Context: an optimization exercise on an open-source flow, tuned for small area, a short achievable clock period and few clock cycles per item. The choices shown serve that exercise and are no tape-out recipe. In this exercise RTL edits were held to simulation tests only and were not proved equivalent to the original. Power figures rest on the tool's default switching activity, not on a simulated workload.

## flow/design.v

```verilog
`timescale 1ns / 1ps
`default_nettype none
package lotd_pkg;
  localparam int VerticesDef   = 64;
  localparam int LengthBitsDef = 12;
  localparam int EndW          = 6;
  localparam int LongestW      = 12;
endpackage
`default_nettype wire
`timescale 1ns / 1ps
`default_nettype none
module lotd_ctrl (
  input  wire logic clk_i,
  input  wire logic rst_ni,
  input  wire logic start_i,
  output logic      v1_o,
  output logic      v2_o,
  output logic      busy_o,
  output logic      done_o
);
  logic v1_q, v2_q, done_q;
  always_ff @(posedge clk_i or negedge rst_ni) begin
    if (!rst_ni) begin
      v1_q   <= 1'b0;
      v2_q   <= 1'b0;
      done_q <= 1'b0;
    end else begin
      v1_q   <= start_i;
      v2_q   <= v1_q;
      done_q <= v2_q;
    end
  end
  assign v1_o   = v1_q;
  assign v2_o   = v2_q;
  assign busy_o = 1'b0;
  assign done_o = done_q;
endmodule
`default_nettype wire
`timescale 1ns / 1ps
`default_nettype none
module lotd_dpath #(
  parameter int Vertices   = lotd_pkg::VerticesDef,
  parameter int LengthBits = lotd_pkg::LengthBitsDef
) (
  input  wire logic                       clk_i,
  input  wire logic                       rst_ni,
  input  wire logic                       v1_i,
  input  wire logic                       v2_i,
  input  wire logic                       cmd_in_i,
  input  wire logic [lotd_pkg::EndW-1:0]  end_a_i,
  input  wire logic [lotd_pkg::EndW-1:0]  end_b_i,
  output logic [lotd_pkg::LongestW-1:0]   longest_length_o,
  output logic                            saturated_o
);
  localparam int AW = lotd_pkg::EndW;
  localparam int LW = LengthBits;
  localparam logic [LW-1:0] LenMax = '1;
  logic [LW-1:0] mem [Vertices];
  logic                c1_q;
  logic [AW-1:0]       a1_q, b1_q;
  logic [31:0]         sa1_q, sb1_q;                       
  logic [7:0]          ga1_q, gb1_q;                       
  logic                e2_aa_q, e2_ab_q, e2_ba_q, e2_bb_q;   
  logic                p3a_q, p3b_q;                         
  logic                c2_q;
  logic [AW-1:0]       a2_q, b2_q;
  logic [LW-1:0]       rda2_q, rdb2_q;    
  logic                hita2_q, hitb2_q;  
  logic [LW-1:0]       la2, lb2;
  logic                clr3_q;
  logic [7:0]          ha3_q, la3_q, hb3_q, lb3_q;   
  logic [LW-1:0]       wd3_q;
  logic [LW-1:0]       wdf_q;    
  logic [LW-1:0]       run_q, out_q;
  logic                sat_q, osat_q;
  function automatic logic [LW-1:0] sat_inc(input logic [LW-1:0] v);
    logic [LW-1:0] m;
    for (int i = 0; i < LW; i++) begin
      for (int j = 0; j < LW; j++) m[j] = (j >= i);
      sat_inc[i] = (&v) | (v[i] ^ (&(v | m)));
    end
  endfunction
  function automatic logic greater(input logic [LW-1:0] x, input logic [LW-1:0] y);
    logic [LW-1:0] e, m;
    e = ~(x ^ y);
    greater = 1'b0;
    for (int i = 0; i < LW; i++) begin
      for (int j = 0; j < LW; j++) m[j] = (j <= i);
      greater = greater | (x[i] & ~y[i] & (&(e | m)));
    end
  endfunction
  logic          edge2, clr2, a_ge_b, b_ge_a, wa, wb, grow;
  logic          ra_gt_rb, rb_gt_ra, rb_gt_f, f_gt_rb, f_gt_ra, ra_gt_f;
  logic [LW-1:0] inc_a, inc_b, incm, run_d;
  logic          sat_d;
  assign la2    = hita2_q ? wdf_q : rda2_q;
  assign lb2    = hitb2_q ? wdf_q : rdb2_q;
  assign edge2  = v2_i & c2_q;
  assign clr2   = v2_i & ~c2_q;
  assign ra_gt_rb = greater(rda2_q, rdb2_q);
  assign rb_gt_ra = greater(rdb2_q, rda2_q);
  assign rb_gt_f  = greater(rdb2_q, wdf_q);
  assign f_gt_rb  = greater(wdf_q, rdb2_q);
  assign f_gt_ra  = greater(wdf_q, rda2_q);
  assign ra_gt_f  = greater(rda2_q, wdf_q);
  always_comb begin
    unique case ({hita2_q, hitb2_q})
      2'b00:   begin a_ge_b = ~rb_gt_ra; b_ge_a = ~ra_gt_rb; end
      2'b10:   begin a_ge_b = ~rb_gt_f;  b_ge_a = ~f_gt_rb;  end
      2'b01:   begin a_ge_b = ~f_gt_ra;  b_ge_a = ~ra_gt_f;  end
      default: begin a_ge_b = 1'b1;      b_ge_a = 1'b1;      end
    endcase
  end
  assign inc_a  = hita2_q ? sat_inc(wdf_q) : sat_inc(rda2_q);
  assign inc_b  = hitb2_q ? sat_inc(wdf_q) : sat_inc(rdb2_q);
  assign incm   = a_ge_b ? inc_a : inc_b;
  assign wa     = edge2 & b_ge_a;
  assign wb     = edge2 & a_ge_b;
  assign grow   = edge2 & ((la2 == run_q) | (lb2 == run_q));
  always_comb begin
    run_d = run_q;
    sat_d = sat_q;
    if (clr2) begin
      run_d = '0;
      sat_d = 1'b0;
    end else if (grow) begin
      run_d = sat_inc(run_q);
      sat_d = sat_q | (&run_q[LW-1:1]);
    end
  end
  always_ff @(posedge clk_i or negedge rst_ni) begin
    if (!rst_ni) begin
      run_q  <= '0;
      sat_q  <= 1'b0;
      wd3_q  <= '0;
    end else begin
      run_q  <= run_d;
      sat_q  <= sat_d;
      wd3_q  <= clr2 ? '0 : incm;
    end
  end
  always_ff @(posedge clk_i or negedge rst_ni) begin
    if (!rst_ni) begin
      clr3_q <= 1'b1;
    end else begin
      clr3_q <= clr2;
    end
  end
  always_ff @(posedge clk_i) begin
    ha3_q <= wa ? 8'(1) << a2_q[5:3] : 8'd0;
    la3_q <= 8'(1) << a2_q[2:0];
    hb3_q <= wb ? 8'(1) << b2_q[5:3] : 8'd0;
    lb3_q <= 8'(1) << b2_q[2:0];
  end
  always_ff @(posedge clk_i) begin
    out_q  <= run_d;
    wdf_q  <= clr2 ? '0 : incm;
    osat_q <= sat_d;
  end
  always_ff @(posedge clk_i) begin
    for (int v = 0; v < Vertices; v++) begin
      if (clr3_q || (ha3_q[v/8] && la3_q[v%8]) || (hb3_q[v/8] && lb3_q[v%8])) begin
        mem[v] <= wd3_q;
      end
    end
  end
  logic          p3a_d, p3b_d;
  logic [LW-1:0] rd_a, rd_b;
  always_comb begin
    rd_a = '0;
    rd_b = '0;
    for (int g = 0; g < 8; g++) begin
      logic [LW-1:0] ta, tb;
      ta = '0;
      tb = '0;
      for (int l = 0; l < 8; l++) begin
        ta = ta | (mem[8*g+l] & {LW{sa1_q[8*(g/2)+l]}});
        tb = tb | (mem[8*g+l] & {LW{sb1_q[8*(g/2)+l]}});
      end
      rd_a = rd_a | (ta & {LW{ga1_q[g]}});
      rd_b = rd_b | (tb & {LW{gb1_q[g]}});
    end
  end
  assign p3a_d = clr2 | (wa & (end_a_i == a2_q)) | (wb & (end_a_i == b2_q));
  assign p3b_d = clr2 | (wa & (end_b_i == a2_q)) | (wb & (end_b_i == b2_q));
  always_ff @(posedge clk_i) begin
    c1_q    <= cmd_in_i;
    a1_q    <= end_a_i;
    b1_q    <= end_b_i;
    sa1_q   <= 32'(1) << {end_a_i[5:4], end_a_i[2:0]};
    sb1_q   <= 32'(1) << {end_b_i[5:4], end_b_i[2:0]};
    ga1_q   <= p3a_d ? 8'd0 : 8'(1) << end_a_i[5:3];
    gb1_q   <= p3b_d ? 8'd0 : 8'(1) << end_b_i[5:3];
    p3a_q   <= p3a_d;
    p3b_q   <= p3b_d;
    e2_aa_q <= end_a_i == a1_q;
    e2_ab_q <= end_a_i == b1_q;
    e2_ba_q <= end_b_i == a1_q;
    e2_bb_q <= end_b_i == b1_q;
    c2_q    <= c1_q;
    a2_q    <= a1_q;
    b2_q    <= b1_q;
    rda2_q  <= rd_a | (wd3_q & {LW{p3a_q}});
    rdb2_q  <= rd_b | (wd3_q & {LW{p3b_q}});
    hita2_q <= clr2 | (wa & e2_aa_q) | (wb & e2_ab_q);
    hitb2_q <= clr2 | (wa & e2_ba_q) | (wb & e2_bb_q);
  end
  assign longest_length_o = lotd_pkg::LongestW'(out_q);
  assign saturated_o      = osat_q;
endmodule
`default_nettype wire
`timescale 1ns / 1ps
`default_nettype none
module longest_ordered_trail_dp #(
  parameter int VERTICES    = lotd_pkg::VerticesDef,
  parameter int LENGTH_BITS = lotd_pkg::LengthBitsDef
) (
  input  wire logic                          clk_i,
  input  wire logic                          rst_ni,
  input  wire logic                          start,
  output logic                               busy,
  input  wire logic                          cmd_i,
  input  wire logic [lotd_pkg::EndW-1:0]     end_a_i,
  input  wire logic [lotd_pkg::EndW-1:0]     end_b_i,
  output logic                               done_o,
  output logic [lotd_pkg::LongestW-1:0]      longest_length_o,
  output logic                               saturated_o
);
  logic v1, v2;
  lotd_ctrl u_ctrl (
    .clk_i  (clk_i),
    .rst_ni (rst_ni),
    .start_i(start),
    .v1_o   (v1),
    .v2_o   (v2),
    .busy_o (busy),
    .done_o (done_o)
  );
  lotd_dpath #(
    .Vertices  (VERTICES),
    .LengthBits(LENGTH_BITS)
  ) u_dpath (
    .clk_i           (clk_i),
    .rst_ni          (rst_ni),
    .v1_i            (v1),
    .v2_i            (v2),
    .cmd_in_i        (cmd_i),
    .end_a_i         (end_a_i),
    .end_b_i         (end_b_i),
    .longest_length_o(longest_length_o),
    .saturated_o     (saturated_o)
  );
endmodule
`default_nettype wire
```

## flow/run.sh

```bash
#!/bin/bash
# synth_recipe.tcl (not shown) runs the flow's synth.tcl, then flattens the netlist and writes it again
# the make line also repeats each setting of config.mk as NAME=value (left out here)
make -C /OpenROAD-flow-scripts/flow DESIGN_CONFIG=/design/flow/config.mk WORK_HOME=/design/flow/orfs CLKGATE_MAP_FILE= SYNTH_SCRIPT=/design/flow/synth_recipe.tcl finish
```

## flow/config.mk

```make
export PLATFORM = sky130hd
export DESIGN_NAME = longest_ordered_trail_dp
export DESIGN_NICKNAME = longest_ordered_trail_dp
export VERILOG_FILES = /design/flow/design.v
export SDC_FILE = /design/flow/constraint.sdc
export NUM_CORES = 4
export LEC_CHECK = 0
export CAP_MARGIN = 20
export CORE_MARGIN = 2
export CORE_UTILIZATION = 30
export SETUP_SLACK_MARGIN = 3.2
export SLEW_MARGIN = 20
```

## flow/constraint.sdc

```tcl
create_clock -name core_clock -period 5.5 [get_ports {clk_i}]
set_input_delay 1.1000 -clock core_clock [delete_from_list [all_inputs] [get_ports {clk_i}]]
set_output_delay 1.1000 -clock core_clock [all_outputs]
set_load 0.01 [all_outputs]
```

==> metrics.yaml, run 1 <==
critical_path:
  required_ps: 5950
  path_class: "flop to flop"
  reg2reg_to: "u_dpath.rda2_q[6]"
  worst_r2r_path_depth: 5
  worstPathCellList: "buf_12, a22oi_2, nand4_1, a222oi_1, nand3_1"
  startpoint_type: "flop"
  cp_num_buf_inv: 1
  end_kind: "flop"
  crit_arrival_ps: 3370
  worstReg2RegStart: "u_dpath.sa1_q[15]"
  cp_max_fo: 12
  slowest_stage: "a222oi_1"
  max_stage_delay_ps: 1210
  reg2reg_slack_ps: 2570
  crit_family: "compound AO/OA/AOI/OAI gates"
yosys:
  synthAdderAreaFrac: 0.0243
  synth_top_area_cell: "edfxtp_1"
  synth_common_cells: "800 x a22oi_1, 768 x edfxtp_1, 206 x nand4_1"
  synthXorXnorAreaFrac: 0.0179
  yosysWarnings: 3
  yosysMostFrequentCell: "a22oi_1"
  synth-seq-cells: 992
  synth_top_family_by_area: "compound AO/OA/AOI/OAI gates"
  synthTopCellsByArea: "edfxtp_1 55%, a22oi_1 14%, dfxtp_1 9.3%, nand4_1 3.1%, ha_1 2.4%"
  syn-cell-area_sq_um: 42200
  synthMuxAreaShare: 0.00667
  synth_nets: 3170
  yosys.area_share.simple: 0.0720
  synth-edff-count: 768
  syn_inst: 3072
  synthArstFlopShare: 0.0292
  synth_top_area_share: 0.547
  yosysSeqAreaShare: 0.657
  ys_types: 75
  syn_avg_cell_area_sq_um: 13.7
  synth-main-ff-cell: "edfxtp_1"
  synth_compound_area_frac: 0.197
clocking:
  clockBufferDepth: 3
  insertion_delay_ps: 760
  cts.hold.buffers_added: 0
  cts_made_buffers: 98
  htree_levels: 3
  path_clk_slew_ps: 70
  cts_tree: "yes"
  cts_sinks: 992
  root_buffer: "clkbuf_16"
timing:
  period_minus_slack_ps: 2930
  fmax_mhz: 342
  hold_viol_final: 0
  whs_ps: 296
  setup_tns_ps: 0
  drv_slew: 0
  tightestPinTransition_ps: 1310
  finalClockSkew_ps: 77.0
  min_period_over_period: 0.532
  finalSetupViolCount: 0
  relSlewSlack: 0.124
  rsz0062_at_grt: "true"
placement:
  dp_hpwl_um: 93600
  port_buffers: 29
  gp_congestion: 0.956
  placedCellCount: 4822
power:
  irDropWorstVdd_v: 0.000259
  power.density_nw_per_um2: 416
  leakagePower_uw: 0.0170
finish:
  nFillCells: 12900
  stdcell_count: 5183
  fin_util: 0.373
  finalNetCount: 3318
  syn_to_final_growth_pct: 23.5
  drive_gt1_frac: 0.220
worst_hold_path:
  min_path_type: "flop to flop"
  whs_endpoint: "u_dpath.c2_q"
  hold_path_startpoint: "u_dpath.c1_q"
  whs_path_depth: 0
detailed_routing:
  vias: 32700
  totalWireLength_um: 164000
  detail-route-antenna-nets: 0
  highest_layer: "met5"
  m1WireLength_um: 59700
  routedWlPerCell_um: 31.7
  drc: 0
  routed-wl-met2_um: 72600
  wl_met3_um: 21800
  drtIter0Drc: 6007
  vias_per_cell: 6.30
  drt_pre_antenna_iters: 9
global_route:
  track_usage: 0.218
  grt_max_degree: 67
  grt_overflow: 0
  antenna_found_initial: 12
  grt_pass1_wl_um: 226000
  grt_pass1_vias: 30300
floorplan:
  fp-row-count: 137
  coreArea_sq_um: 140000
  die_h_um: 379
  die-width_um: 379
  io_pins: 31
  start_util: 0.302
  die_area_sq_um: 144000
outcome:
  status: "complete, no violations"
run:
  maxCapViolations: 0
## worst max-delay path by stage
stage / start / endpoint / slack, ps / depth (start not counted)
floorplan: end_a_i[3] / u_dpath.ga1_q[3] / 3210 / 6
global placement: end_b_i[5] / u_dpath.gb1_q[6] / 2200 / 6
detailed placement: end_b_i[5] / u_dpath.gb1_q[2] / 2190 / 6
CTS: u_dpath.sa1_q[9] / u_dpath.rda2_q[6] / 2920 / 5
global route: u_dpath.sa1_q[9] / u_dpath.rda2_q[4] / 2740 / 6
finish: u_dpath.sa1_q[15] / u_dpath.rda2_q[6] / 2570 / 5
## layout make-up
type,count,area [sq um],area share
repair buffers,276,3420,0.0656
flip-flops and latches,992,27900,0.536
clock buffers,130,2770,0.0532
diodes,6,15.0,0.000288
clock inverters,51,564,0.0108
well taps,1876,2350,0.0451
inverters,42,166,0.00320
multi-input cells,1810,14900,0.286
## cell families after synthesis
logic type	Yosys count
other	1
AND/OR/NAND/NOR	527
flip-flops	992
AO/OA/AOI/OAI	1077
buffers and inverters	279
adder cells (fa/ha/maj)	82
XOR/XNOR	86
multiplexers	28
## stage by stage
stage	total power, uW	setup WS, ps	instance area [sq um]
after floorplan	12300	3210	42200
after global placement	13800	2200	44500
after detailed placement	13900	2190	44500
after CTS	21200	2920	50600
after global routing	22300	2740	52100
final	21700	2570	52100
## layout by cell type, fill, tap and decap left out, types with 15 or more instances in the layout
cell type	instances
a22oi_2	72
dfxtp_4	45
buf_6	39
dfxtp_1	134
dfrtp_1	16
xnor2_1	59
a21oi_1	31
ha_1	70
nor4_1	15
xor2_1	20
a22oi_1	728
buf_4	132
nand3_1	45
a221o_1	57
dfxtp_2	16
a22o_1	20
buf_12	42
nand4_1	206
nor3_1	21
nor2_1	89
clkbuf_16	108
a222oi_1	24
o21ai_0	15
edfxtp_1	768
nand2b_1	15
clkbuf_1	15
nand2_1	32
inv_1	33
## power breakdown
part / switching [uW] / internal [uW]
clock network: 3080 / 3870
logic: 2550 / 1240
registers: 983 / 9940
total: 6610 / 15100
## repair_timing
action                     in CTS  in global routing
gates cloned                   31                  8
gates resized for setup       413                177
pin swaps                      78                108
setup buffers                  92                 43
setup endpoints to repair     891                107
## flip-flops by register name (all words and copies together), names as in the netlist, 12 cells and up
signal and count:
u_dpath.wd3_q 12, u_dpath.wdf_q 12, u_dpath.out_q 12, u_dpath.sb1_q 32, u_dpath.rdb2_q 12, u_dpath.run_q 12, u_dpath.mem 768, u_dpath.sa1_q 32
u_dpath.rda2_q 12
## metal layers
metal / vias up / GRT usage
met5: - / 0
met4: 10 / 0.120
met3: 553 / 0.0613
met2: 2715 / 0.332
met1: 16200 / 0.278
li1: 13200 / -
Testbench counts, summed over its fixed seeds: cycles 16,024, items 16,000.
==> run 2: changes to the inputs <==
--- a/flow/config.mk
+++ b/flow/config.mk
@@ -7,6 +7,6 @@
 export LEC_CHECK = 0
 export CAP_MARGIN = 20
 export CORE_MARGIN = 2
-export CORE_UTILIZATION = 30
+export CORE_UTILIZATION = 38
 export SETUP_SLACK_MARGIN = 3.2
 export SLEW_MARGIN = 20
==> run 2 against run 1 <==
  * Critical endpoint unchanged
  * Fmax rose by 5.9%
  * Register-to-register slack improved by 160 ps
  * Highest routed layer unchanged
  * Critical path type unchanged
  * Cell count fell by 6.7%
==> metrics.yaml, run 2 <==
outcome:
  status: "complete, no violations"  # unchanged
yosys:
  synthTopCellsByArea: "edfxtp_1 55%, a22oi_1 14%, dfxtp_1 9.3%, nand4_1 3.1%, ha_1 2.4%"  # unchanged
  synth-main-ff-cell: "edfxtp_1"  # unchanged
  syn_inst: 3072  # unchanged
  ys_types: 75  # unchanged
  yosysSeqAreaShare: 0.657  # unchanged
  yosysWarnings: 3  # unchanged
  syn_avg_cell_area_sq_um: 13.7  # unchanged
  synth_common_cells: "800 x a22oi_1, 768 x edfxtp_1, 206 x nand4_1"  # unchanged
  yosysMostFrequentCell: "a22oi_1"  # unchanged
  synthArstFlopShare: 0.0292  # unchanged
  synth_top_area_cell: "edfxtp_1"  # unchanged
  synth-edff-count: 768  # unchanged
  synth_nets: 3170  # unchanged
  synth_top_area_share: 0.547  # unchanged
  syn-cell-area_sq_um: 42200  # unchanged
  synth-seq-cells: 992  # unchanged
global_route:
  grt_overflow: 0  # unchanged
  grt_max_degree: 67  # unchanged
  use_met3: 0.0769  # was 0.0613
  antenna_found_initial: 12  # unchanged
  grt_pass1_wl_um: 226000  # about the same
  gr-usage-met2: 0.410  # was 0.332
  busiest_layer: "met2"  # unchanged
  grt_pass1_vias: 30500  # was 30,300
  use_met1: 0.370  # was 0.278
  track_usage: 0.277  # was 0.218
critical_path:
  end_kind: "flop"  # unchanged
  reg2reg_to: "u_dpath.rda2_q[6]"  # unchanged
  worst_r2r_path_depth: 6  # was 5
  crit_arrival_ps: 3220  # was 3370 ps
  path_class: "flop to flop"  # unchanged
  required_ps: 5960  # was 5950 ps
  reg2reg_slack_ps: 2740  # was 2570 ps
  cp-endpoint: "u_dpath.rda2_q[6]"  # unchanged
  startpoint: "u_dpath.sa1_q[14]"  # was u_dpath.sa1_q[15]
  worstReg2RegStart: "u_dpath.sa1_q[14]"  # was u_dpath.sa1_q[15]
  startpoint_type: "flop"  # unchanged
  cp_max_fo: 6  # was 12
floorplan:
  die_h_um: 337  # was 379 um
  coreArea_sq_um: 110000  # was 140,000 sq um
  die-width_um: 337  # was 379 um
  io_pins: 31  # unchanged
  die_area_sq_um: 114000  # was 144,000 sq um
  start_util: 0.382  # was 0.302
  fp-row-count: 122  # was 137
placement:
  dp_hpwl_um: 92200  # was 93,600 um
  gp_congestion: 1.00  # was 0.956
  dp_slack_ps: 2270  # was 2190 ps
  port_buffers: 29  # unchanged
timing:
  tightestPinTransition_ps: 1360  # was 1310 ps
  hold_viol_final: 0  # unchanged
  setup_tns_ps: 0  # unchanged
  finalSetupViolCount: 0  # unchanged
  finalClockSkew_ps: 80.9  # was 77.0 ps
  worst_slack_ps: 2740  # was 2570 ps
  fmax_mhz: 362  # was 342 MHz
  whs_ps: 333  # was 296 ps
  period_minus_slack_ps: 2760  # was 2930 ps
  min_period_over_period: 0.502  # was 0.532
  relSlewSlack: 0.0948  # was 0.124
  rsz0062_at_grt: "true"  # unchanged
  drv_slew: 0  # unchanged
run:
  maxCapViolations: 0  # unchanged
power:
  irDropWorstVdd_v: 0.000250  # was 0.000259 V
  leakagePower_uw: 0.0173  # was 0.0170 uW
  p_total_uw: 22200  # was 21,700 uW
  power.density_nw_per_um2: 425  # was 416 nW/um^2
clocking:
  insertion_delay_ps: 720  # was 760 ps
  clockBufferDepth: 3  # unchanged
  root_buffer: "clkbuf_16"  # unchanged
  cts_tree: "yes"  # unchanged
  cts.hold.buffers_added: 0  # unchanged
  cts_sinks: 992  # unchanged
  htree_levels: 3  # unchanged
  path_clk_slew_ps: 70  # about the same
  cts_made_buffers: 101  # was 98
finish:
  drive_gt1_frac: 0.245  # was 0.220
  nFillCells: 9362  # was 12,900
  regArea_sq_um: 27900  # about the same
  multi_input_area_sq_um: 15100  # was 14,900 sq um
  largest_reg_flops: 768  # unchanged
  finalNetCount: 3357  # was 3,318
  largestRegisters: "u_dpath.mem (768), u_dpath.sa1_q (32), u_dpath.sb1_q (32)"  # unchanged
  top_register: "u_dpath.mem"  # unchanged
  final_cell_mix: "768 x edfxtp_1, 721 x a22oi_1, 206 x nand4_1"  # was 768 x edfxtp_1, 728 x a22oi_1, 206 x nand4_1
  syn_to_final_growth_pct: 23.7  # was 23.5%
  layout_commonest_cell: "edfxtp_1"  # unchanged
detailed_routing:
  drtIter0Drc: 6007  # unchanged
  drc: 0  # unchanged
  detail-route-antenna-nets: 0  # unchanged
  vias: 32900  # was 32,700
  totalWireLength_um: 165000  # was 164,000 um
  drt_pre_antenna_iters: 12  # was 9
  vias_per_cell: 6.79  # was 6.30
  routedWlPerCell_um: 34.2  # was 31.7 um
worst_hold_path:
  min_path_type: "flop to flop"  # unchanged
[run 2: cell counts after synthesis]
No cell type changed its count.
[run 2: worst min path at each step]
stage,cells after the start,from,slack (ps),end
detailed placement,0,u_dpath.c1_q,320,u_dpath.c2_q
CTS,0,u_dpath.c1_q,330,u_dpath.c2_q
global route,0,u_dpath.c1_q,340,u_dpath.c2_q
finish,0,u_dpath.c1_q,330,u_dpath.c2_q
floorplan,0,u_dpath.c1_q,310,u_dpath.c2_q
global placement,0,u_dpath.c1_q,320,u_dpath.c2_q
[run 2: what timing repair did]
action                     CTS  global route
setup buffers               96            76
pin swaps                   71           109
setup endpoints to repair  890           104
resized for setup          394           241
gates cloned                27             9
[run 2: logic make-up (layout without fill, tap and decap cells)]
kind of cell | count (synthesis) | count (layout) | share of synthesized area
AO/OA/AOI/OAI | 1077 | 1082 | 0.197
buffers and inverters | 279 | 548 | 0.0259
adder cells (fa/ha/maj) | 82 | 82 | 0.0243
other | 1 | 3 | 0.0000889
AND/OR/NAND/NOR | 527 | 528 | 0.0720
XOR/XNOR | 86 | 86 | 0.0179
flip-flops | 992 | 992 | 0.657
multiplexers | 28 | 28 | 0.00667
[run 2: critical path, cell delays in order, from the launching register on]
cell      delay [ps]
dfxtp_4          360
buf_12           140
buf_6            140
a22oi_2          160
nand4_1          270
a222oi_1        1110
nand3_1          310
[run 2: layout make-up]
type / count / area share
Antenna cell: 2 / 0.0000959
Clock buffer: 124 / 0.0529
Clock inverter: 67 / 0.0137
Inverter: 42 / 0.00326
Multi-Input combinational cell: 1807 / 0.289
Sequential cell: 992 / 0.535
Tap cell: 1488 / 0.0357
Timing Repair Buffer: 314 / 0.0703
Timing Repair inverter: 1 / 0.000144
[run 2: power by group]
part / switching [uW] / internal (uW) / leakage [uW] / total (uW)
Sequential: 1030 / 9940 / 0.00940 / 11000
Combinational: 2640 / 1430 / 0.00621 / 4070
Clock: 3120 / 4050 / 0.00171 / 7170
Total: 6790 / 15400 / 0.0173 / 22200
[run 2: stage by stage]
step	utilization	instances	instance area [sq um]
after floorplan	-	3072	42200
after global placement	0.399	4434	44100
after detailed placement	0.399	4434	44100
after CTS	0.455	4748	50200
after global routing	0.473	4835	52200
final	0.473	4837	52200
[run 2: metal layers]
layer | vias to the layer above | wire length (um) | share of wire
met3 | 539 | 22200 | 0.13
met5 | - | 223 | 0.0013
li1 | 13200 | - | -
met4 | 20 | 10300 | 0.062
met2 | 2741 | 71300 | 0.43
met1 | 16300 | 61300 | 0.37
==> run 3: changes to the inputs <==
--- a/flow/config.mk
+++ b/flow/config.mk
@@ -7,6 +7,6 @@
 export LEC_CHECK = 0
 export CAP_MARGIN = 20
 export CORE_MARGIN = 2
-export CORE_UTILIZATION = 38
-export SETUP_SLACK_MARGIN = 3.2
+export CORE_UTILIZATION = 30
+export SETUP_SLACK_MARGIN = 3.5
 export SLEW_MARGIN = 20
==> run 3 against run 2 <==
  * Wire length rose by 3.4%
  * Highest routed layer unchanged
  * Non-clock buffer count rose by 118
  * Via count up 3.2%
  * Clock skew decreased by 21 ps
==> metrics.yaml, run 3 <==
detailed_routing:
  routedWlPerCell_um: 32.0  # was 34.2 um
  vias: 33900  # was 32,900
  drtIter0Drc: 6202  # was 6,007
  vias_per_cell: 6.34  # was 6.79
  detail-route-antenna-nets: 0  # unchanged
  totalWireLength_um: 171000  # was 165,000 um
  drt_pre_antenna_iters: 9  # was 12
  drc: 0  # unchanged
clocking:
  cts_made_buffers: 99  # was 101
  insertion_delay_ps: 730  # was 720 ps
  htree_levels: 3  # unchanged
  clockBufferDepth: 3  # unchanged
  cts_sinks: 992  # unchanged
  cts_tree: "yes"  # unchanged
  path_clk_slew_ps: 60  # was 70 ps
  root_buffer: "clkbuf_16"  # unchanged
global_route:
  grt_max_degree: 67  # unchanged
  track_usage: 0.228  # was 0.277
  grt_pass1_vias: 31500  # was 30,500
  grt_pass1_wl_um: 237000  # was 226,000 um
  antenna_found_initial: 10  # was 12
  grt_overflow: 0  # unchanged
yosys:
  syn-cell-area_sq_um: 42200  # unchanged
  yosysSeqAreaShare: 0.657  # unchanged
  synth_top_area_share: 0.547  # unchanged
  syn_avg_cell_area_sq_um: 13.7  # unchanged
  synth-edff-count: 768  # unchanged
  synthArstFlopShare: 0.0292  # unchanged
  yosysWarnings: 3  # unchanged
  synthTopCellsByArea: "edfxtp_1 55%, a22oi_1 14%, dfxtp_1 9.3%, nand4_1 3.1%, ha_1 2.4%"  # unchanged
  synth_nets: 3170  # unchanged
  synth-seq-cells: 992  # unchanged
  synth_top_area_cell: "edfxtp_1"  # unchanged
  syn_inst: 3072  # unchanged
  yosysMostFrequentCell: "a22oi_1"  # unchanged
  synth-main-ff-cell: "edfxtp_1"  # unchanged
  synth_common_cells: "800 x a22oi_1, 768 x edfxtp_1, 206 x nand4_1"  # unchanged
  ys_types: 75  # unchanged
timing:
  finalSetupViolCount: 0  # unchanged
  fmax_mhz: 369  # was 362 MHz
  rsz0062_at_grt: "true"  # unchanged
  hold_viol_final: 0  # unchanged
  setup_tns_ps: 0  # unchanged
  drv_slew: 0  # unchanged
  period_minus_slack_ps: 2710  # was 2760 ps
  finalClockSkew_ps: 59.9  # was 80.9 ps
  whs_ps: 329  # was 333 ps
  relSlewSlack: 0.178  # was 0.0948
  tightestPinTransition_ps: 1230  # was 1360 ps
  worst_slack_ps: 2790  # was 2740 ps
  min_period_over_period: 0.493  # was 0.502
finish:
  final_cell_mix: "768 x edfxtp_1, 654 x a22oi_1, 210 x buf_4"  # was 768 x edfxtp_1, 721 x a22oi_1, 206 x nand4_1
  top_register: "u_dpath.mem"  # unchanged
  syn_to_final_growth_pct: 31.4  # was 23.7%
  largest_reg_flops: 768  # unchanged
  largestRegisters: "u_dpath.mem (768), u_dpath.sa1_q (32), u_dpath.sb1_q (32)"  # unchanged
  stdcell_area_sq_um: 55400  # was 52,200 sq um
  layout_commonest_cell: "edfxtp_1"  # unchanged
  drive_gt1_frac: 0.332  # was 0.245
  finalNetCount: 3476  # was 3,357
floorplan:
  start_util: 0.302  # was 0.382
  io_pins: 31  # unchanged
  die_h_um: 379  # was 337 um
  die_area_sq_um: 144000  # was 114,000 sq um
  fp-row-count: 137  # was 122
  die-width_um: 379  # was 337 um
  coreArea_sq_um: 140000  # was 110,000 sq um
power:
  p_total_uw: 22600  # was 22,200 uW
  leakagePower_uw: 0.0182  # was 0.0173 uW
  irDropWorstVdd_v: 0.000267  # was 0.000250 V
  power.density_nw_per_um2: 408  # was 425 nW/um^2
run:
  maxCapViolations: 0  # unchanged
placement:
  dp_hpwl_um: 93000  # was 92,200 um
  dp_slack_ps: 2220  # was 2270 ps
  gp_congestion: 1.02  # was 1.00
  placed_area_sq_um: 44800  # was 44,100 sq um
  port_buffers: 29  # unchanged
critical_path:
  slowest_stage: "a222oi_1"  # unchanged
  cp_max_fo: 5  # was 6
  end_kind: "flop"  # unchanged
  worstPathCellList: "buf_12, buf_6, a22oi_2, nand4_1, a222oi_1, nand3_1"  # unchanged
  startpoint_type: "flop"  # unchanged
  max_stage_delay_ps: 990  # was 1110 ps
  required_ps: 5930  # was 5960 ps
  crit_family: "compound AO/OA/AOI/OAI gates"  # unchanged
  path_class: "flop to flop"  # unchanged
  cp_num_buf_inv: 2  # unchanged
  crit_arrival_ps: 3140  # was 3220 ps
worst_hold_path:
  min_path_type: "flop to flop"  # unchanged
outcome:
  status: "complete, no violations"  # unchanged
## run 3: cell type report
class / count / area [sq um]
Clock buffer: 122 / 2620
Fill cell: 12500 / 84100
Timing Repair inverter: 1 / 7.51
Clock inverter: 63 / 673
Tap cell: 1876 / 2350
Antenna cell: 6 / 15.0
Inverter: 42 / 178
Timing Repair Buffer: 432 / 5450
Sequential cell: 992 / 28000
Multi-Input combinational cell: 1810 / 16200
## run 3: worst paths after layout
kind	startpoint	end	slack, ps	depth (start not counted)
min in group asynchronous	rst_ni	u_dpath.wd3_q[0]	800	2
max in group asynchronous	rst_ni	u_dpath.wd3_q[1]	4330	2
max	u_dpath.sb1_q[10]	u_dpath.rdb2_q[1]	2790	6
min	u_dpath.c1_q	u_dpath.c2_q	330	0
max reg2reg	u_dpath.sb1_q[10]	u_dpath.rdb2_q[1]	2790	6
min reg2reg	u_dpath.c1_q	u_dpath.c2_q	330	0
## run 3: stage by stage
stage                util  instances
CTS                 0.383       5256
global route        0.397       5338
floorplan               -       3072
finish              0.397       5344
detailed placement  0.321       4822
global placement    0.321       4821
## run 3: timing repair
action | in CTS | in global routing
pin swaps | 169 | 172
cloned | 53 | 1
gates resized for setup | 729 | 264
buffers inserted | 196 | 79
hold buffers | 0 | 0
setup endpoints to repair | 893 | 124
## run 3: cells by family (layout without fill, tap and decap cells)
group,after synthesis,after routing,share of synthesized area
AOI/OAI and AO/OA,1077,1083,0.197
xor gates and xnor gates,86,86,0.0179
adders and majority gates,82,82,0.0243
buffers and inverters,279,660,0.0259
DFF,992,992,0.657
muxes,28,28,0.00667
other,1,7,0.0000889
and+or+nand+nor,527,530,0.0720
## run 3: worst reg2reg max path: cells and delay by family, from the launching register on
| family | cells | cell delay [ps] |
|---|---|---|
| buffers and inverters | 2 | 270 |
| and+or+nand+nor | 2 | 610 |
| DFF | 1 | 360 |
| AOI/OAI and AO/OA | 2 | 1170 |
## run 3: metal layers
| metal | global-route usage | vias to the layer above | share of wire |
|---|---|---|---|
| met5 | 0 | - | 0.00040 |
| met4 | 0.132 | 10 | 0.071 |
| met3 | 0.0595 | 647 | 0.12 |
| met2 | 0.354 | 2782 | 0.45 |
| met1 | 0.287 | 16900 | 0.36 |
| li1 | - | 13500 | - |
## run 3: power by group
part / total [uW] / internal (uW) / switching, uW
Combinational: 4710 / 1770 / 2940
Sequential: 11000 / 9950 / 1020
Clock: 6940 / 3850 / 3090
==> run 4: changes to the inputs <==
--- a/flow/config.mk
+++ b/flow/config.mk
@@ -8,5 +8,5 @@
 export CAP_MARGIN = 20
 export CORE_MARGIN = 2
 export CORE_UTILIZATION = 30
-export SETUP_SLACK_MARGIN = 3.5
+export SETUP_SLACK_MARGIN = 2.8
 export SLEW_MARGIN = 20
==> run 4 against run 3 <==
  * Hold slack worse by 31 ps
  * Critical path depth down 1
  * Setup slack worse by 17 ps
  * Synthesized area unchanged
  * Critical path type unchanged
  * Core utilization down 4.7 points
  * Critical endpoint is now u_dpath.rdb2_q[4]
  * Sequential cell count unchanged
  * Power down 6.3%
  * Die area unchanged
==> metrics.yaml, run 4 <==
yosys:
  synth_nets: 3170  # unchanged
  syn_avg_cell_area_sq_um: 13.7  # unchanged
  yosysMostFrequentCell: "a22oi_1"  # unchanged
  synthXorXnorAreaFrac: 0.0179  # unchanged
  synth_top_area_cell: "edfxtp_1"  # unchanged
  syn-cell-area_sq_um: 42200  # unchanged
  synth-main-ff-cell: "edfxtp_1"  # unchanged
  synthAdderAreaFrac: 0.0243  # unchanged
  synthTopCellsByArea: "edfxtp_1 55%, a22oi_1 14%, dfxtp_1 9.3%, nand4_1 3.1%, ha_1 2.4%"  # unchanged
  synth-edff-count: 768  # unchanged
  synth-seq-cells: 992  # unchanged
  synth_top_area_share: 0.547  # unchanged
  yosysSeqAreaShare: 0.657  # unchanged
  synth_common_cells: "800 x a22oi_1, 768 x edfxtp_1, 206 x nand4_1"  # unchanged
  yosysWarnings: 3  # unchanged
  synthMuxAreaShare: 0.00667  # unchanged
  syn_inst: 3072  # unchanged
  yosys.area_share.simple: 0.0720  # unchanged
  synth_top_family_by_area: "compound AO/OA/AOI/OAI gates"  # unchanged
  synthArstFlopShare: 0.0292  # unchanged
  synth_compound_area_frac: 0.197  # unchanged
  ys_types: 75  # unchanged
finish:
  top_register: "u_dpath.mem"  # unchanged
  finalNetCount: 3200  # was 3,476
  drive_gt1_frac: 0.119  # was 0.332
  multi_input_area_sq_um: 13600  # was 16,200 sq um
  final_cell_mix: "796 x a22oi_1, 768 x edfxtp_1, 206 x nand4_1"  # was 768 x edfxtp_1, 654 x a22oi_1, 210 x buf_4
  layout_commonest_cell: "a22oi_1"  # was edfxtp_1
  largestRegisters: "u_dpath.mem (768), u_dpath.sa1_q (32), u_dpath.sb1_q (32)"  # unchanged
  stdcell_count: 5068  # was 5,344
  regArea_sq_um: 27800  # was 28,000 sq um
  nFillCells: 13400  # was 12,500
  stdcell_area_sq_um: 48900  # was 55,400 sq um
  largest_reg_flops: 768  # unchanged
  syn_to_final_growth_pct: 15.8  # was 31.4%
  fin_util: 0.350  # was 0.397
placement:
  port_buffers: 29  # unchanged
  dp_hpwl_um: 93000  # about the same
  placed_area_sq_um: 44500  # was 44,800 sq um
  gp_congestion: 0.965  # was 1.02
  placedCellCount: 4825  # was 4,822
clocking:
  cts_made_buffers: 100  # was 99
  clockBufferDepth: 3  # unchanged
  htree_levels: 3  # unchanged
  path_clk_slew_ps: 70  # was 60 ps
  cts.hold.buffers_added: 0  # unchanged
  cts_sinks: 992  # unchanged
  cts_tree: "yes"  # unchanged
  insertion_delay_ps: 740  # was 730 ps
  root_buffer: "clkbuf_16"  # unchanged
detailed_routing:
  drtIter0Drc: 5221  # was 6,202
  vias: 31700  # was 33,900
  drt_pre_antenna_iters: 7  # was 9
  totalWireLength_um: 156000  # was 171,000 um
  routedWlPerCell_um: 30.8  # was 32.0 um
  drc: 0  # unchanged
  vias_per_cell: 6.25  # was 6.34
  detail-route-antenna-nets: 0  # unchanged
critical_path:
  worstReg2RegStart: "u_dpath.sb1_q[12]"  # was u_dpath.sb1_q[10]
  reg2reg_to: "u_dpath.rdb2_q[4]"  # was u_dpath.rdb2_q[1]
  worst_r2r_path_depth: 5  # was 6
  required_ps: 6000  # was 5930 ps
  max_stage_delay_ps: 1080  # was 990 ps
  cp_max_fo: 24  # was 5
  slowest_stage: "a222oi_1"  # unchanged
  reg2reg_slack_ps: 2770  # was 2790 ps
  end_kind: "flop"  # unchanged
  startpoint_type: "flop"  # unchanged
  crit_arrival_ps: 3230  # was 3140 ps
  crit_family: "compound AO/OA/AOI/OAI gates"  # unchanged
  worstPathCellList: "buf_4, a22oi_1, nand4_1, a222oi_1, nand3_1"  # was buf_12, buf_6, a22oi_2, nand4_1, a222oi_1, nand3_1
  path_class: "flop to flop"  # unchanged
  cp_num_buf_inv: 1  # was 2
global_route:
  grt_pass1_wl_um: 217000  # was 237,000 um
  grt_max_degree: 67  # unchanged
  grt_overflow: 0  # unchanged
  track_usage: 0.207  # was 0.228
  grt_pass1_vias: 29300  # was 31,500
  antenna_found_initial: 11  # was 10
power:
  power.density_nw_per_um2: 434  # was 408 nW/um^2
  irDropWorstVdd_v: 0.000254  # was 0.000267 V
  leakagePower_uw: 0.0158  # was 0.0182 uW
floorplan:
  io_pins: 31  # unchanged
  fp-row-count: 137  # unchanged
  die-width_um: 379  # unchanged
  die_area_sq_um: 144000  # unchanged
  die_h_um: 379  # unchanged
  start_util: 0.302  # unchanged
  coreArea_sq_um: 140000  # unchanged
worst_hold_path:
  hold_path_startpoint: "u_dpath.c1_q"  # unchanged
  whs_path_depth: 0  # unchanged
  whs_endpoint: "u_dpath.c2_q"  # unchanged
  min_path_type: "flop to flop"  # unchanged
timing:
  period_minus_slack_ps: 2730  # was 2710 ps
  relSlewSlack: 0.161  # was 0.178
  finalClockSkew_ps: 67.3  # was 59.9 ps
  tightestPinTransition_ps: 1260  # was 1230 ps
  drv_slew: 0  # unchanged
  finalSetupViolCount: 0  # unchanged
  rsz0062_at_grt: "true"  # unchanged
  whs_ps: 298  # was 329 ps
  setup_tns_ps: 0  # unchanged
  hold_viol_final: 0  # unchanged
  fmax_mhz: 367  # was 369 MHz
  min_period_over_period: 0.496  # was 0.493
run:
  maxCapViolations: 0  # unchanged
outcome:
  status: "complete, no violations"  # unchanged
[run 4: cell count changes in the layout (fill, tap and decap cells not counted), moves of 22 or more]
| cell | delta |
|---|---|
| a22oi_1 | +142 |
| a22oi_2 | -142 |
| buf_4 | -96 |
| buf_6 | -74 |
| a221o_1 | +64 |
| a221o_2 | -64 |
| dfxtp_1 | +64 |
| dfxtp_4 | -59 |
| buf_12 | -58 |
| buf_16 | -34 |
| clkdlybuf4s50_1 | +23 |
| a21oi_1 | +22 |
[run 4: power by group]
| group | switching (uW) | internal, uW |
|---|---|---|
| clock | 3090 | 4090 |
| combinational | 2320 | 914 |
| sequential | 854 | 9920 |
| total | 6260 | 14900 |
[run 4: final cells by class]
| cell class | count | share of cell area |
|---|---|---|
| inverter | 42 | 0.00323 |
| tap | 1876 | 0.0480 |
| clock buffer | 122 | 0.0551 |
| sequential | 992 | 0.568 |
| multi-input combinational | 1803 | 0.278 |
| antenna | 4 | 0.000205 |
| clock inverter | 66 | 0.0160 |
| timing repair buffer | 163 | 0.0319 |
[run 4: worst register-to-register path, delay by kind of cell, from the launching register on]
kind,cells,cell delay [ps]
AO/OA/AOI/OAI,2,1380
buffers and inverters,1,250
flip-flops,1,300
AND/OR/NAND/NOR,2,570
[run 4: per-layer routing]
| metal | wire length [um] | share of wire | vias to the layer above | global-route usage |
|---|---|---|---|---|
| met2 | 69500 | 0.45 | 2507 | 0.318 |
| met5 | 73 | 0.00047 | - | 0 |
| met3 | 19700 | 0.13 | 452 | 0.0507 |
| li1 | - | - | 12900 | - |
| met4 | 8240 | 0.053 | 12 | 0.103 |
| met1 | 58400 | 0.37 | 15800 | 0.272 |
[run 4: timing repair]
| item | 4_1_cts | 5_1_grt |
|---|---|---|
| gates cloned | 0 | 9 |
| buffers inserted | 2 | 37 |
| setup endpoints to repair | 83 | 77 |
| endpoints found under the hold margin | 0 | 0 |
| gates resized for setup | 14 | 69 |
| pin swaps | 3 | 15 |
[run 4: cells by family (layout without fill, tap and decap cells)]
group                    count (synthesis)  in the layout
XOR/XNOR                                86             86
adder cells (fa/ha/maj)                 82             82
flip-flops                             992            992
other                                    1              5
multiplexers                            28             28
AO/OA/AOI/OAI                         1077           1079
buffers and inverters                  279            393
AND/OR/NAND/NOR                        527            527
[run 4: worst max path at each step]
stage                                 start           endpoint  depth (start not counted)
after floorplan                  end_a_i[3]   u_dpath.ga1_q[3]                          6
after global placement           end_b_i[1]   u_dpath.gb1_q[5]                          6
after detailed placement         end_b_i[1]   u_dpath.gb1_q[3]                          6
after CTS                  u_dpath.wdf_q[2]  u_dpath.wd3_q[11]                          8
after global routing            u_ctrl.v2_q  u_dpath.wd3_q[11]                          4
final                     u_dpath.sb1_q[12]  u_dpath.rdb2_q[4]                          5
[run 4: metrics by stage]
stage	setup slack, ps	total power, uW
finish	2770	21200
global route	2720	21800
CTS	2770	21000
detailed placement	2010	13900
global placement	2050	13800
floorplan	2980	12300
==> run 5: changes to the inputs <==
--- a/flow/config.mk
+++ b/flow/config.mk
@@ -8,5 +8,5 @@
 export CAP_MARGIN = 20
 export CORE_MARGIN = 2
 export CORE_UTILIZATION = 30
-export SETUP_SLACK_MARGIN = 2.8
+export SETUP_SLACK_MARGIN = 2.6
 export SLEW_MARGIN = 20
==> run 5 against run 4 <==
  * Non-clock buffer count decreased by 41
  * Largest cell class unchanged
  * Clock power barely moved
  * Highest routed layer unchanged
  * Sequential power hardly changed
==> metrics.yaml, run 5 <==
outcome:
  status: "complete, no violations"  # unchanged
detailed_routing:
  drt_pre_antenna_iters: 6  # was 7
  vias_per_cell: 6.23  # was 6.25
  vias: 31300  # was 31,700
  drtIter0Drc: 5582  # was 5,221
  drc: 0  # unchanged
  routedWlPerCell_um: 30.6  # was 30.8 um
  totalWireLength_um: 154000  # was 156,000 um
  detail-route-antenna-nets: 0  # unchanged
global_route:
  busiest_layer: "met2"  # unchanged
  antenna_found_initial: 10  # was 11
  grt_pass1_vias: 29300  # about the same
  use_met1: 0.272  # about the same
  grt_pass1_wl_um: 217000  # about the same
  grt_max_degree: 67  # unchanged
  use_met3: 0.0508  # was 0.0507
  gr-usage-met2: 0.317  # was 0.318
  track_usage: 0.207  # about the same
  grt_overflow: 0  # unchanged
power:
  leakagePower_uw: 0.0154  # was 0.0158 uW
  p_total_uw: 21100  # was 21,200 uW
  power.density_nw_per_um2: 438  # was 434 nW/um^2
  irDropWorstVdd_v: 0.000257  # was 0.000254 V
timing:
  rsz0062_at_grt: "true"  # unchanged
  hold_viol_final: 0  # unchanged
  min_period_over_period: 0.527  # was 0.496
  finalSetupViolCount: 0  # unchanged
  drv_slew: 0  # unchanged
  period_minus_slack_ps: 2900  # was 2730 ps
  finalClockSkew_ps: 67.3  # about the same
  whs_ps: 294  # was 298 ps
  tightestPinTransition_ps: 1190  # was 1260 ps
  setup_tns_ps: 0  # unchanged
  relSlewSlack: 0.207  # was 0.161
  fmax_mhz: 345  # was 367 MHz
floorplan:
  die-width_um: 379  # unchanged
  die_area_sq_um: 144000  # unchanged
  io_pins: 31  # unchanged
  fp-row-count: 137  # unchanged
  die_h_um: 379  # unchanged
  start_util: 0.302  # unchanged
  coreArea_sq_um: 140000  # unchanged
critical_path:
  max_stage_delay_ps: 1070  # was 1080 ps
  startpoint_type: "flop"  # unchanged
  worstPathCellList: "buf_4, a22oi_1, nand4_1, a222oi_1, nand3_1"  # unchanged
  crit_arrival_ps: 3350  # was 3230 ps
  end_kind: "flop"  # unchanged
  cp_max_fo: 24  # unchanged
  required_ps: 5960  # was 6000 ps
  slowest_stage: "a222oi_1"  # unchanged
  cp_num_buf_inv: 1  # unchanged
  crit_family: "compound AO/OA/AOI/OAI gates"  # unchanged
  path_class: "flop to flop"  # unchanged
finish:
  drive_gt1_frac: 0.0979  # was 0.119
  finalNetCount: 3158  # was 3,200
  largestRegisters: "u_dpath.mem (768), u_dpath.sa1_q (32), u_dpath.sb1_q (32)"  # unchanged
  largest_reg_flops: 768  # unchanged
  stdcell_area_sq_um: 48200  # was 48,900 sq um
  final_cell_mix: "800 x a22oi_1, 768 x edfxtp_1, 206 x nand4_1"  # was 796 x a22oi_1, 768 x edfxtp_1, 206 x nand4_1
  multi_input_area_sq_um: 13500  # was 13,600 sq um
  syn_to_final_growth_pct: 14.2  # was 15.8%
  nFillCells: 13400  # about the same
  top_register: "u_dpath.mem"  # unchanged
  regArea_sq_um: 27700  # was 27,800 sq um
  layout_commonest_cell: "a22oi_1"  # unchanged
yosys:
  yosysWarnings: 3  # unchanged
  synth_top_area_share: 0.547  # unchanged
  ys_types: 75  # unchanged
  yosysMostFrequentCell: "a22oi_1"  # unchanged
  synth_common_cells: "800 x a22oi_1, 768 x edfxtp_1, 206 x nand4_1"  # unchanged
  yosysSeqAreaShare: 0.657  # unchanged
  syn_inst: 3072  # unchanged
  synth_top_area_cell: "edfxtp_1"  # unchanged
  syn_avg_cell_area_sq_um: 13.7  # unchanged
  synth_nets: 3170  # unchanged
  synthArstFlopShare: 0.0292  # unchanged
  synth-edff-count: 768  # unchanged
  synthTopCellsByArea: "edfxtp_1 55%, a22oi_1 14%, dfxtp_1 9.3%, nand4_1 3.1%, ha_1 2.4%"  # unchanged
  synth-seq-cells: 992  # unchanged
  syn-cell-area_sq_um: 42200  # unchanged
  synth-main-ff-cell: "edfxtp_1"  # unchanged
placement:
  dp_hpwl_um: 93000  # unchanged
  port_buffers: 29  # unchanged
  gp_congestion: 0.965  # unchanged
  placed_area_sq_um: 44500  # unchanged
clocking:
  cts_made_buffers: 100  # unchanged
  cts.hold.buffers_added: 0  # unchanged
  htree_levels: 3  # unchanged
  insertion_delay_ps: 740  # about the same
  cts_tree: "yes"  # unchanged
  clockBufferDepth: 3  # unchanged
  cts_sinks: 992  # unchanged
  root_buffer: "clkbuf_16"  # unchanged
  path_clk_slew_ps: 70  # about the same
run:
  maxCapViolations: 0  # unchanged
worst_hold_path:
  min_path_type: "flop to flop"  # unchanged
run 5: cell counts after synthesis:
No cell type changed its count.
run 5: what timing repair did:
action	CTS	global route
endpoints found under the setup margin	30	68
gates resized for setup	4	12
gates cloned	0	1
pin swaps	0	3
buffers inserted	0	5
run 5: worst paths after layout:
check	from	to	slack, ps	cells past startpoint
min	u_dpath.c1_q	u_dpath.c2_q	290	0
min in group asynchronous	rst_ni	u_dpath.wd3_q[10]	800	2
max in group asynchronous	rst_ni	u_dpath.clr3_q	4320	2
min reg2reg	u_dpath.c1_q	u_dpath.c2_q	290	0
max	u_dpath.sa1_q[16]	u_dpath.rda2_q[7]	2600	5
max reg2reg	u_dpath.sa1_q[16]	u_dpath.rda2_q[7]	2600	5
run 5: kinds of logic (layout without fill, tap and decap cells):
group                    count (synthesis)  after routing  synth area share
AO/OA/AOI/OAI                         1077           1078             0.197
flip-flops                             992            992             0.657
AND/OR/NAND/NOR                        527            527            0.0720
buffers and inverters                  279            352            0.0259
XOR/XNOR                                86             86            0.0179
adder cells (fa/ha/maj)                 82             82            0.0243
multiplexers                            28             28           0.00667
other                                    1              5         0.0000889
run 5: cell type report:
class,count,share of cell area
multi-input cells,1802,0.280
clock buffers,122,0.0559
flip-flops and latches,992,0.575
clock inverters,66,0.0163
repair buffers,122,0.0207
well taps,1876,0.0487
inverters,42,0.00327
diodes,4,0.000208
run 5: routing by layer:
layer | vias to the layer above | routed length, um
met3 | 409 | 19100
li1 | 12800 | -
met1 | 15600 | 58000
met5 | - | 99
met2 | 2443 | 68700
met4 | 16 | 8040
run 5: report_power, final:
group / switching [uW] / internal [uW]
Sequential: 846 / 9920
Clock: 3080 / 4090
Combinational: 2290 / 855
Total: 6210 / 14900
run 5: stage by stage:
step                setup slack (ps)  instances   util
floorplan                       2980       3072      -
global placement                2050       4824  0.319
detailed placement              2010       4825  0.319
CTS                             2580       5013  0.344
global route                    2610       5022  0.345
finish                          2600       5026  0.345
==> run 6: changes to the inputs <==
--- a/flow/config.mk
+++ b/flow/config.mk
@@ -8,5 +8,5 @@
 export CAP_MARGIN = 20
 export CORE_MARGIN = 2
 export CORE_UTILIZATION = 30
-export SETUP_SLACK_MARGIN = 2.6
+export SETUP_SLACK_MARGIN = 2.4
 export SLEW_MARGIN = 20
==> run 6 against run 5 <==
  * Still clean on timing, DRC and antenna
  * Critical path depth grew 2
  * Sequential share of layout area grew 0.13 points
  * Setup slack lost 77 ps
  * Synthesized cell count is the same
  * Combinational power shrank 3%
  * Fmax shrank 2.6%
  * Via count grew 0.34%
  * Die area is the same
  * Critical path type unchanged
==> metrics.yaml, run 6 <==
yosys:
  synth-edff-count: 768  # unchanged
  synth-main-ff-cell: "edfxtp_1"  # unchanged
  synthArstFlopShare: 0.0292  # unchanged
  synth_top_area_cell: "edfxtp_1"  # unchanged
  synth_common_cells: "800 x a22oi_1, 768 x edfxtp_1, 206 x nand4_1"  # unchanged
  synth-seq-cells: 992  # unchanged
  syn_inst: 3072  # unchanged
  yosysSeqAreaShare: 0.657  # unchanged
  synthTopCellsByArea: "edfxtp_1 55%, a22oi_1 14%, dfxtp_1 9.3%, nand4_1 3.1%, ha_1 2.4%"  # unchanged
  synth_top_area_share: 0.547  # unchanged
  syn_avg_cell_area_sq_um: 13.7  # unchanged
  syn-cell-area_sq_um: 42200  # unchanged
  yosysWarnings: 3  # unchanged
  ys_types: 75  # unchanged
  synth_nets: 3170  # unchanged
  yosysMostFrequentCell: "a22oi_1"  # unchanged
global_route:
  antenna_found_initial: 7  # was 10
  grt_pass1_vias: 29300  # about the same
  use_met1: 0.272  # about the same
  gr-usage-met2: 0.317  # about the same
  grt_overflow: 0  # unchanged
  track_usage: 0.207  # about the same
  grt_max_degree: 67  # unchanged
  busiest_layer: "met2"  # unchanged
  use_met3: 0.0507  # was 0.0508
  grt_pass1_wl_um: 217000  # about the same
placement:
  dp_slack_ps: 2010  # unchanged
  placedCellCount: 4825  # unchanged
  placed_area_sq_um: 44500  # unchanged
  port_buffers: 29  # unchanged
  dp_hpwl_um: 93000  # unchanged
  gp_congestion: 0.965  # unchanged
detailed_routing:
  drc: 0  # unchanged
  vias_per_cell: 6.26  # was 6.23
  routedWlPerCell_um: 30.7  # was 30.6 um
  detail-route-antenna-nets: 0  # unchanged
  vias: 31400  # was 31,300
  drt_pre_antenna_iters: 9  # was 6
  drtIter0Drc: 5456  # was 5,582
  totalWireLength_um: 154000  # about the same
critical_path:
  reg2reg_to: "u_dpath.ha3_q[0]"  # was u_dpath.rda2_q[7]
  required_ps: 6100  # was 5960 ps
  cp_max_fo: 10  # was 24
  path_class: "flop to flop"  # unchanged
  crit_arrival_ps: 3570  # was 3350 ps
  worst_r2r_path_depth: 7  # was 5
  startpoint_type: "flop"  # unchanged
  worstReg2RegStart: "u_dpath.wdf_q[10]"  # was u_dpath.sa1_q[16]
  reg2reg_slack_ps: 2530  # was 2600 ps
  end_kind: "flop"  # unchanged
worst_hold_path:
  min_path_type: "flop to flop"  # unchanged
  whs_endpoint: "u_dpath.c2_q"  # unchanged
  hold_path_startpoint: "u_dpath.c1_q"  # unchanged
  whs_path_depth: 0  # unchanged
clocking:
  cts_made_buffers: 100  # unchanged
  clockBufferDepth: 3  # unchanged
  insertion_delay_ps: 740  # about the same
  path_clk_slew_ps: 70  # about the same
  cts_sinks: 992  # unchanged
  root_buffer: "clkbuf_16"  # unchanged
  htree_levels: 3  # unchanged
  post_cts_buffers: 0  # unchanged
  cts_tree: "yes"  # unchanged
power:
  power_frac_clock: 0.341  # was 0.340
  pwr-share-comb: 0.146  # was 0.149
  sw_frac_of_total: 0.294  # was 0.295
  p_sw_uw: 6170  # was 6210 uW
  power.density_nw_per_um2: 437  # was 438 nW/um^2
  irDropWorstVdd_v: 0.000255  # was 0.000257 V
  p_int_uw: 14800  # was 14,900 uW
  p_total_uw: 21000  # was 21,100 uW
  seqPwrFrac: 0.513  # was 0.511
  leakagePower_uw: 0.0154  # about the same
timing:
  hold_viol_final: 0  # unchanged
  min_period_over_period: 0.540  # was 0.527
  tightestPinTransition_ps: 1290  # was 1190 ps
  fmax_mhz: 336  # was 345 MHz
  setup_tns_ps: 0  # unchanged
  period_minus_slack_ps: 2970  # was 2900 ps
  finalSetupViolCount: 0  # unchanged
  rsz0062_at_grt: "true"  # unchanged
  finalClockSkew_ps: 66.0  # was 67.3 ps
  worst_slack_ps: 2530  # was 2600 ps
  relSlewSlack: 0.140  # was 0.207
  drv_slew: 0  # unchanged
floorplan:
  start_util: 0.302  # unchanged
  fp-row-count: 137  # unchanged
  die_area_sq_um: 144000  # unchanged
  io_pins: 31  # unchanged
  coreArea_sq_um: 140000  # unchanged
  die_h_um: 379  # unchanged
  die-width_um: 379  # unchanged
run:
  maxCapViolations: 0  # unchanged
finish:
  top_register: "u_dpath.mem"  # unchanged
  stdcell_count: 5017  # was 5,026
  drive_gt1_frac: 0.0933  # was 0.0979
  final_cell_mix: "800 x a22oi_1, 768 x edfxtp_1, 206 x nand4_1"  # unchanged
  largest_reg_flops: 768  # unchanged
  layout_commonest_cell: "a22oi_1"  # unchanged
  stdcell_area_sq_um: 48000  # was 48,200 sq um
  largestRegisters: "u_dpath.mem (768), u_dpath.sa1_q (32), u_dpath.sb1_q (32)"  # unchanged
  finalNetCount: 3151  # was 3,158
  syn_to_final_growth_pct: 13.9  # was 14.2%
outcome:
  status: "complete, no violations"  # unchanged
-- run 6: kinds of logic (layout without fill, tap and decap cells) --
family / count (synthesis) / in the layout / share of synthesized area
AO/OA/AOI/OAI: 1077 / 1077 / 0.197
XOR/XNOR: 86 / 86 / 0.0179
adder cells (fa/ha/maj): 82 / 82 / 0.0243
buffers and inverters: 279 / 346 / 0.0259
flip-flops: 992 / 992 / 0.657
multiplexers: 28 / 28 / 0.00667
other: 1 / 3 / 0.0000889
AND/OR/NAND/NOR: 527 / 527 / 0.0720
-- run 6: how the worst max path moves through the flow --
stage,to,depth (start not counted),slack [ps],start
5_1_grt,u_dpath.ha3_q[5],7,2360,u_dpath.wdf_q[10]
6_report,u_dpath.ha3_q[0],7,2530,u_dpath.wdf_q[10]
2_1_floorplan,u_dpath.ga1_q[3],6,2980,end_a_i[3]
3_5_place_dp,u_dpath.gb1_q[3],6,2010,end_b_i[1]
3_3_place_gp,u_dpath.gb1_q[5],6,2050,end_b_i[1]
4_1_cts,u_dpath.wd3_q[11],8,2460,u_dpath.wdf_q[7]
-- run 6: critical path, cell delays in order, from the launching register on --
cell and delay, ps:
dfxtp_1 550, inv_1 130, ha_1 350, a21o_1 190, a211oi_1 300, o211ai_1 410
and3_1 510, nor4b_1 410
-- run 6: what timing repair did --
action	CTS	global route
gates resized for setup	0	4
hold endpoints to repair	0	0
endpoints found under the setup margin	0	34
hold buffers	0	0
-- run 6: area by class of cell --
| type | instances | area, sq um |
|---|---|---|
| diodes | 2 | 5.00 |
| flip-flops and latches | 992 | 27700 |
| inverters | 42 | 158 |
| clock inverters | 66 | 783 |
| well taps | 1876 | 2350 |
| clock buffers | 122 | 2690 |
| repair buffers | 116 | 941 |
| fillers | 13400 | 91500 |
| multi-input cells | 1801 | 13400 |
-- run 6: metal layers --
layer  routed length (um)  share of wire
met1                57600           0.37
met2                68300           0.44
met3                19500           0.13
met4                 8360          0.054
met5                   57        0.00037
-- run 6: power groups by stage --
stage / logic [uW] / clock network (uW) / registers (uW)
after detailed placement: 2990 / 0 / 10900
after global placement: 2970 / 0 / 10800
after global routing: 3270 / 7520 / 10900
after floorplan: 1450 / 0 / 10900
after CTS: 3000 / 7220 / 10700
final: 3060 / 7170 / 10800
-- run 6: per-stage QoR --
| stage | hold slack (ps) | util |
|---|---|---|
| 2_1_floorplan | 310 | - |
| 3_3_place_gp | 315 | 0.319 |
| 3_5_place_dp | 316 | 0.319 |
| 4_1_cts | 297 | 0.344 |
| 5_1_grt | 315 | 0.344 |
| 6_report | 290 | 0.344 |
==> run 7: changes to the inputs <==
--- a/flow/config.mk
+++ b/flow/config.mk
@@ -8,5 +8,5 @@
 export CAP_MARGIN = 20
 export CORE_MARGIN = 2
 export CORE_UTILIZATION = 30
-export SETUP_SLACK_MARGIN = 2.4
+export SETUP_SLACK_MARGIN = 2.9
 export SLEW_MARGIN = 20
==> run 7 against run 6 <==
  * Sequential power about the same
  * Clock skew up 2.0 ps
  * Wire length up 2.6%
  * Via count up 1.2%
  * Largest cell class unchanged
==> metrics.yaml, run 7 <==
yosys:
  synth-main-ff-cell: "edfxtp_1"  # unchanged
  yosysSeqAreaShare: 0.657  # unchanged
  syn_avg_cell_area_sq_um: 13.7  # unchanged
  synth_compound_area_frac: 0.197  # unchanged
  synthTopCellsByArea: "edfxtp_1 55%, a22oi_1 14%, dfxtp_1 9.3%, nand4_1 3.1%, ha_1 2.4%"  # unchanged
  synth_top_family_by_area: "compound AO/OA/AOI/OAI gates"  # unchanged
  synthMuxAreaShare: 0.00667  # unchanged
  synthArstFlopShare: 0.0292  # unchanged
  syn_inst: 3072  # unchanged
  synth-edff-count: 768  # unchanged
  synth_nets: 3170  # unchanged
  synth-seq-cells: 992  # unchanged
  ys_types: 75  # unchanged
  syn-cell-area_sq_um: 42200  # unchanged
  synthAdderAreaFrac: 0.0243  # unchanged
  yosysMostFrequentCell: "a22oi_1"  # unchanged
  synth_top_area_share: 0.547  # unchanged
  synth_common_cells: "800 x a22oi_1, 768 x edfxtp_1, 206 x nand4_1"  # unchanged
  synthXorXnorAreaFrac: 0.0179  # unchanged
  yosys.area_share.simple: 0.0720  # unchanged
  synth_top_area_cell: "edfxtp_1"  # unchanged
  yosysWarnings: 3  # unchanged
clocking:
  clockBufferDepth: 3  # unchanged
  cts_made_buffers: 100  # unchanged
  root_buffer: "clkbuf_16"  # unchanged
  htree_levels: 3  # unchanged
  path_clk_slew_ps: 60  # was 70 ps
  cts_sinks: 992  # unchanged
  cts_tree: "yes"  # unchanged
  insertion_delay_ps: 740  # about the same
outcome:
  status: "complete, no violations"  # unchanged
critical_path:
  startpoint: "u_dpath.sa1_q[22]"  # was u_dpath.wdf_q[10]
  worstReg2RegStart: "u_dpath.sa1_q[22]"  # was u_dpath.wdf_q[10]
  max_stage_delay_ps: 990  # was 550 ps
  end_kind: "flop"  # unchanged
  crit_arrival_ps: 3150  # was 3570 ps
  cp-endpoint: "u_dpath.rda2_q[7]"  # was u_dpath.ha3_q[0]
  path_depth: 5  # was 7
  worst_r2r_path_depth: 5  # was 7
  cp_num_buf_inv: 1  # unchanged
  path_class: "flop to flop"  # unchanged
  cp_max_fo: 24  # was 10
  reg2reg_slack_ps: 2820  # was 2530 ps
  startpoint_type: "flop"  # unchanged
  reg2reg_to: "u_dpath.rda2_q[7]"  # was u_dpath.ha3_q[0]
  worstPathCellList: "buf_6, a22oi_2, nand4_1, a222oi_1, nand3_1"  # was inv_1, ha_1, a21o_1, a211oi_1, o211ai_1, and3_1, nor4b_1
  slowest_stage: "a222oi_1"  # was dfxtp_1
  crit_family: "compound AO/OA/AOI/OAI gates"  # was simple AND/OR/NAND/NOR gates
  required_ps: 5970  # was 6100 ps
detailed_routing:
  vias_per_cell: 6.26  # about the same
  detail-route-antenna-nets: 0  # unchanged
  routedWlPerCell_um: 31.1  # was 30.7 um
  totalWireLength_um: 158000  # was 154,000 um
  drc: 0  # unchanged
  vias: 31800  # was 31,400
  drtIter0Drc: 5688  # was 5,456
  drt_pre_antenna_iters: 12  # was 9
power:
  irDropWorstVdd_v: 0.000257  # was 0.000255 V
  power.density_nw_per_um2: 431  # was 437 nW/um^2
  leakagePower_uw: 0.0160  # was 0.0154 uW
floorplan:
  io_pins: 31  # unchanged
  die_h_um: 379  # unchanged
  die-width_um: 379  # unchanged
  fp-row-count: 137  # unchanged
  die_area_sq_um: 144000  # unchanged
  coreArea_sq_um: 140000  # unchanged
  start_util: 0.302  # unchanged
placement:
  placed_area_sq_um: 44500  # unchanged
  port_buffers: 29  # unchanged
  gp_congestion: 0.965  # unchanged
  dp_slack_ps: 2010  # unchanged
  dp_hpwl_um: 93000  # unchanged
finish:
  largest_reg_flops: 768  # unchanged
  nFillCells: 13300  # was 13,400
  syn_to_final_growth_pct: 16.9  # was 13.9%
  stdcell_area_sq_um: 49300  # was 48,000 sq um
  largestRegisters: "u_dpath.mem (768), u_dpath.sa1_q (32), u_dpath.sb1_q (32)"  # unchanged
  finalNetCount: 3211  # was 3,151
  top_register: "u_dpath.mem"  # unchanged
  layout_commonest_cell: "a22oi_1"  # unchanged
  drive_gt1_frac: 0.132  # was 0.0933
  final_cell_mix: "792 x a22oi_1, 768 x edfxtp_1, 206 x nand4_1"  # was 800 x a22oi_1, 768 x edfxtp_1, 206 x nand4_1
timing:
  drv_slew: 0  # unchanged
  tightestPinTransition_ps: 1230  # was 1290 ps
  setup_tns_ps: 0  # unchanged
  hold_viol_final: 0  # unchanged
  finalClockSkew_ps: 68.0  # was 66.0 ps
  period_minus_slack_ps: 2680  # was 2970 ps
  finalSetupViolCount: 0  # unchanged
  fmax_mhz: 374  # was 336 MHz
  rsz0062_at_grt: "true"  # unchanged
  worst_slack_ps: 2820  # was 2530 ps
  min_period_over_period: 0.486  # was 0.540
  relSlewSlack: 0.181  # was 0.140
worst_hold_path:
  hold_path_startpoint: "u_dpath.c1_q"  # unchanged
  min_path_type: "flop to flop"  # unchanged
global_route:
  grt_max_degree: 67  # unchanged
  grt_overflow: 0  # unchanged
  grt_pass1_wl_um: 217000  # about the same
  grt_pass1_vias: 29400  # was 29,300
  track_usage: 0.208  # was 0.207
  antenna_found_initial: 9  # was 7
run:
  maxCapViolations: 0  # unchanged
[run 7: layer usage]
layer | GRT usage | up-vias | wire length [um]
met5 | 0 | - | 82
met4 | 0.102 | 12 | 8640
met3 | 0.0510 | 467 | 19900
met2 | 0.320 | 2544 | 70500
met1 | 0.273 | 15900 | 58900
li1 | - | 12900 | -
[run 7: final cells by class]
class | instances | area (sq um) | share of cell area
Inverter | 42 | 161 | 0.00327
Clock inverter | 66 | 783 | 0.0159
Sequential cell | 992 | 27800 | 0.563
Timing Repair inverter | 1 | 7.51 | 0.000152
Tap cell | 1876 | 2350 | 0.0476
Clock buffer | 122 | 2690 | 0.0546
Timing Repair Buffer | 173 | 1860 | 0.0377
Antenna cell | 7 | 17.5 | 0.000355
Multi-Input combinational cell | 1803 | 13700 | 0.277
[run 7: worst min-delay path by stage]
| stage | endpoint | depth (start not counted) |
|---|---|---|
| after global routing | u_dpath.c2_q | 0 |
| after global placement | u_dpath.c2_q | 0 |
| after floorplan | u_dpath.c2_q | 0 |
| after detailed placement | u_dpath.c2_q | 0 |
| after CTS | u_dpath.c2_q | 0 |
| final | u_dpath.c2_q | 0 |
[run 7: cell families after synthesis]
logic type / Yosys count
AOI/OAI and AO/OA: 1077
xor gates and xnor gates: 86
adders and majority gates: 82
buffers and inverters: 279
DFF: 992
muxes: 28
other: 1
and+or+nand+nor: 527
[run 7: repair_timing]
action                                  4_1_cts  5_1_grt
endpoints found under the setup margin      103       85
buffers inserted                              5       38
cloned                                        2       14
gates resized for setup                      67      107
pin swaps                                    10       23
hold buffers                                  0        0
[run 7: power by group]
group	total (uW)	switching, uW	internal, uW
registers	10800	858	9920
clock network	7180	3090	4090
logic	3290	2360	937
[run 7: stage by stage]
step | total power, uW | hold WS [ps] | utilization | std cells
6_report | 21300 | 293 | 0.354 | 5082
5_1_grt | 21900 | 309 | 0.353 | 5075
4_1_cts | 21100 | 297 | 0.346 | 5020
3_5_place_dp | 13900 | 316 | 0.319 | 4825
3_3_place_gp | 13800 | 315 | 0.319 | 4824
2_1_floorplan | 12300 | 310 | - | 3072

Setup slack of run 7, layout unchanged: 2.825 ns with ideal ports, 2.825 ns with driving cells assumed (clock clkbuf_16, inputs buf_2), 2.168 ns with port delays also shifted by the 0.775 ns mid clock arrival.
